This is an optimization exercise on Yosys and OpenROAD, whose aim is small area and a short achievable clock period, not a production implementation.
Only simulation tests tie the RTL to the original design; equivalence was not proved.
Power figures rest on the tool's default switching activity, not on a simulated workload.

## job 1973
Design mul32_pipe, start of the top module:
module mul32_pipe (
    input  logic               clk,
    input  logic               rst_n,
    input  logic [31:0]        a,
    input  logic [31:0]        b,
    input  logic               mode,    
    output logic [31:0]        hi,
    output logic [31:0]        lo
);
For scale: ~880 flip-flops, ~45000 sq um of cells after synthesis.
make LEC_CHECK=0 ABC_AREA=1 CAP_MARGIN=20 CORE_MARGIN=2 CORE_UTILIZATION=40 SETUP_SLACK_MARGIN=4.7 SLEW_MARGIN=20 finish   # period 7.0 ns
run.sh (not shown) runs the stock make flow with config.mk's settings and CLKGATE_MAP_FILE= SYNTH_SCRIPT=/design/flow/synth_recipe.tcl, a recipe that flattens the netlist after the stock synthesis.
Relative to job 1973, the following input files were edited for job 1707:
Settings: SETUP_SLACK_MARGIN: 4.7 -> 4.0.
Results
- From job 1973 to job 1707 the numbers moved as follows: post-route fraction of the period consumed by the critical path rose 2.1 points; met2 wire length fell 7400 um; final setup slack of the worst path fell 0.14 ns; number of clock buffers in the layout rose 8.
- In the final reports, the cell area of job 1707 is smaller than that of job 1973.
- Fraction of area in non-clock buffers: job 1973 and job 1707 compared, lower one is job 1707
The following lists how job 2702 was set up differently from job 1707:
Settings: SETUP_SLACK_MARGIN: 4.0 -> unset.
--- outcome ---
Job 2702 reports its start point of the critical path as neg_q[9] while job 1707 reports one_q[3].
Worst-case headroom to the max-slew limit: higher on job 1707
Job 1707 → job 2702: static leakage power decreased by 0.59% relative to the old numbers, share of cell area taken by flip-flops and latches went up 0.22 points, final worst-path setup slack moved down.
Job 2702 went all the way through synthesis, placement and routing and the layout is clean on timing, DRC and antenna.
#### Input delta (job 9521 over job 2702)
Settings: setting SETUP_SLACK_MARGIN to 4.4 for the first time.
Results
- Any difference in total placed instance area between job 2702 and job 9521 is small enough to ignore.
- Between job 9521 and job 2702, the cell area after synthesis does not differ in any meaningful way.
- As far as cell total after placement is concerned, job 2702 and job 9521 perform about the same.
- Job 9521 — total met3 wirelength after detailed routing about 55% higher, job 2702 as reference
- NOTE: static power due to leakage in job 9521 exceeds that of job 2702
- Relative to job 2702, global-route usage has increased by 1.9 points in job 9521.
- Job 9521 finished end to end and its layout was clean on timing, DRC and antenna.
- In job 9521, the number of logic stages on the critical path including buffering came out 2 above the value in job 2702.
- NOTE via count job 2702->job 9521 increased by a little under 10%

========
mul32_pipe, a different RTL version from the one above (not shown whole).
Size: ~3400 cells after synthesis, about 830 flip-flops, roughly 130 I/O pins, ~0.040 sq mm of cells after synthesis.
==> flow/design.v (excerpt) <==
module mul32_pipe (
    input  logic               clk,
    input  logic               rst_n,
    input  logic [31:0]        a,
    input  logic [31:0]        b,
    input  logic               mode,    
    output logic [31:0]        hi,
    output logic [31:0]        lo
);
    logic [31:0] a_q;
    logic        sa_q;
    logic [15:0] one_q;    
    logic [15:0] two_q;    
    logic [15:0] neg_q;    
    logic        t16_q;    
    logic        sb;
    assign sb = mode & b[31];
    always_ff @(posedge clk)
    begin
        a_q   <= a;
        sa_q  <= mode & a[31];
        one_q[0] <= b[0] ^ 1'b0;
        two_q[0] <= (b[1] & ~b[0] & ~1'b0) | (~b[1] & b[0] & 1'b0);
        neg_q[0] <= b[1];
        one_q[1] <= b[2] ^ b[1];
        two_q[1] <= (b[3] & ~b[2] & ~b[1]) | (~b[3] & b[2] & b[1]);
        neg_q[1] <= b[3];
        one_q[2] <= b[4] ^ b[3];
        two_q[2] <= (b[5] & ~b[4] & ~b[3]) | (~b[5] & b[4] & b[3]);
        neg_q[2] <= b[5];
        one_q[3] <= b[6] ^ b[5];
        two_q[3] <= (b[7] & ~b[6] & ~b[5]) | (~b[7] & b[6] & b[5]);
        neg_q[3] <= b[7];
        one_q[4] <= b[8] ^ b[7];
        two_q[4] <= (b[9] & ~b[8] & ~b[7]) | (~b[9] & b[8] & b[7]);
        neg_q[4] <= b[9];
        one_q[5] <= b[10] ^ b[9];
        two_q[5] <= (b[11] & ~b[10] & ~b[9]) | (~b[11] & b[10] & b[9]);
        neg_q[5] <= b[11];
        one_q[6] <= b[12] ^ b[11];
        two_q[6] <= (b[13] & ~b[12] & ~b[11]) | (~b[13] & b[12] & b[11]);
        neg_q[6] <= b[13];
        one_q[7] <= b[14] ^ b[13];
        two_q[7] <= (b[15] & ~b[14] & ~b[13]) | (~b[15] & b[14] & b[13]);
        neg_q[7] <= b[15];
        one_q[8] <= b[16] ^ b[15];
        two_q[8] <= (b[17] & ~b[16] & ~b[15]) | (~b[17] & b[16] & b[15]);
        neg_q[8] <= b[17];
        one_q[9] <= b[18] ^ b[17];
        two_q[9] <= (b[19] & ~b[18] & ~b[17]) | (~b[19] & b[18] & b[17]);
        neg_q[9] <= b[19];
  ...
clock: 7.0 ns
lec_check: 0
abc_area: 1
cap_margin: 20
core_margin: 2
core_utilization: 55
cts_cluster_diameter: 80
cts_cluster_size: 30
place_density: 0.7
setup_slack_margin: 4.5
slew_margin: 20
synth_hierarchical: 1
Then changed:
Settings changed: CORE_UTILIZATION 55 to 40, PLACE_DENSITY 0.7 to default, SETUP_SLACK_MARGIN 4.5 to 4.6.
Sequential cell count stays the same.
Power rises by 3.1%.
Cell area rises by 1.8%.
Sequential share of layout area falls by 0.61 points.
Worst setup slack improves by 0.050 ns.
Sequential power falls by about 0.6%.
Then changed:
==> flow/flow/run.sh (new file) <==
#!/bin/bash
# Own flow: the standard layout (standard.sh, unchanged synthesis and
# steps), with the port buffers that placement inserts made plain buf_2
# cells instead of the delay-buffer cells buffer_ports picks by default.
# Repair still resizes them where timing needs it.
set -euo pipefail
cd "$(dirname "$0")/.."
export BUFFER_PORTS_ARGS="-buffer_cell sky130_fd_sc_hd__buf_2"
bash standard.sh finish > standard.log 2>&1
==> flow/standard.sh (new file) <==
#!/bin/bash
# synth_recipe.tcl (not shown) runs the flow's synth.tcl, then flattens the netlist and writes it again
# the make line also repeats each setting of config.mk as NAME=value (left out here)
make -C /OpenROAD-flow-scripts/flow DESIGN_CONFIG=/design/flow/config.mk WORK_HOME=/design/flow/orfs CLKGATE_MAP_FILE= SYNTH_SCRIPT=/design/flow/synth_recipe.tcl "${@:-finish}"
Settings changed: CORE_UTILIZATION 40 to 55, PLACE_DENSITY from default to 0.7.
removed: flow/run.sh
After rerunning: The changed run completed without violations; setup slack degrades by 0.014 ns; via count came out higher by 6.1%; die area is lower by 27%; clock-buffer cell count goes down by 1; routed wire length increases by 3.7%; power is higher by 0.56%.

what the ideal ports hide:
The results above use ideal ports. As a check the final layouts listed here were re-extracted and re-timed, cells and wires unchanged.
Step 1 assumes that a clkbuf_16 drives the clock port and a buf_2 every other input.
Step 2 times the ports against the registers' clock, not the clock port: input delays grow and output delays shrink by t, the midpoint of the rising clock arrivals with the driver on.
Slacks: no drivers / after step 1 / after step 2; pairs: no drivers / after step 1.
run	t (ns)	setup slack, ns	clock arrival spread, ns	slew at the worst register clock pin (ns)
job 1973	0.777	4.143 / 4.143 / 4.143	0.039 / 0.038	0.08 / 0.08
job 1707	0.746	3.999 / 3.999 / 3.999	0.049 / 0.049	0.06 / 0.06
job 2702	0.743	3.404 / 3.404 / 3.404	0.048 / 0.048	0.06 / 0.06
job 9521	0.750	4.163 / 4.163 / 4.082	0.064 / 0.064	0.07 / 0.07
the first run of note 2	0.683	4.436 / 4.436 / 4.034	0.041 / 0.042	0.11 / 0.11
the second run of note 2	0.698	4.487 / 4.422 / 4.110	0.043 / 0.042	0.11 / 0.11
the third run of note 2	0.690	4.473 / 4.433 / 4.443	0.057 / 0.057	0.11 / 0.11
After both steps setup and hold are still met in every run listed. The setup slack of the first run of note 2, which loses most, moves by 0.000 ns with the drivers and by -0.402 ns with both steps.
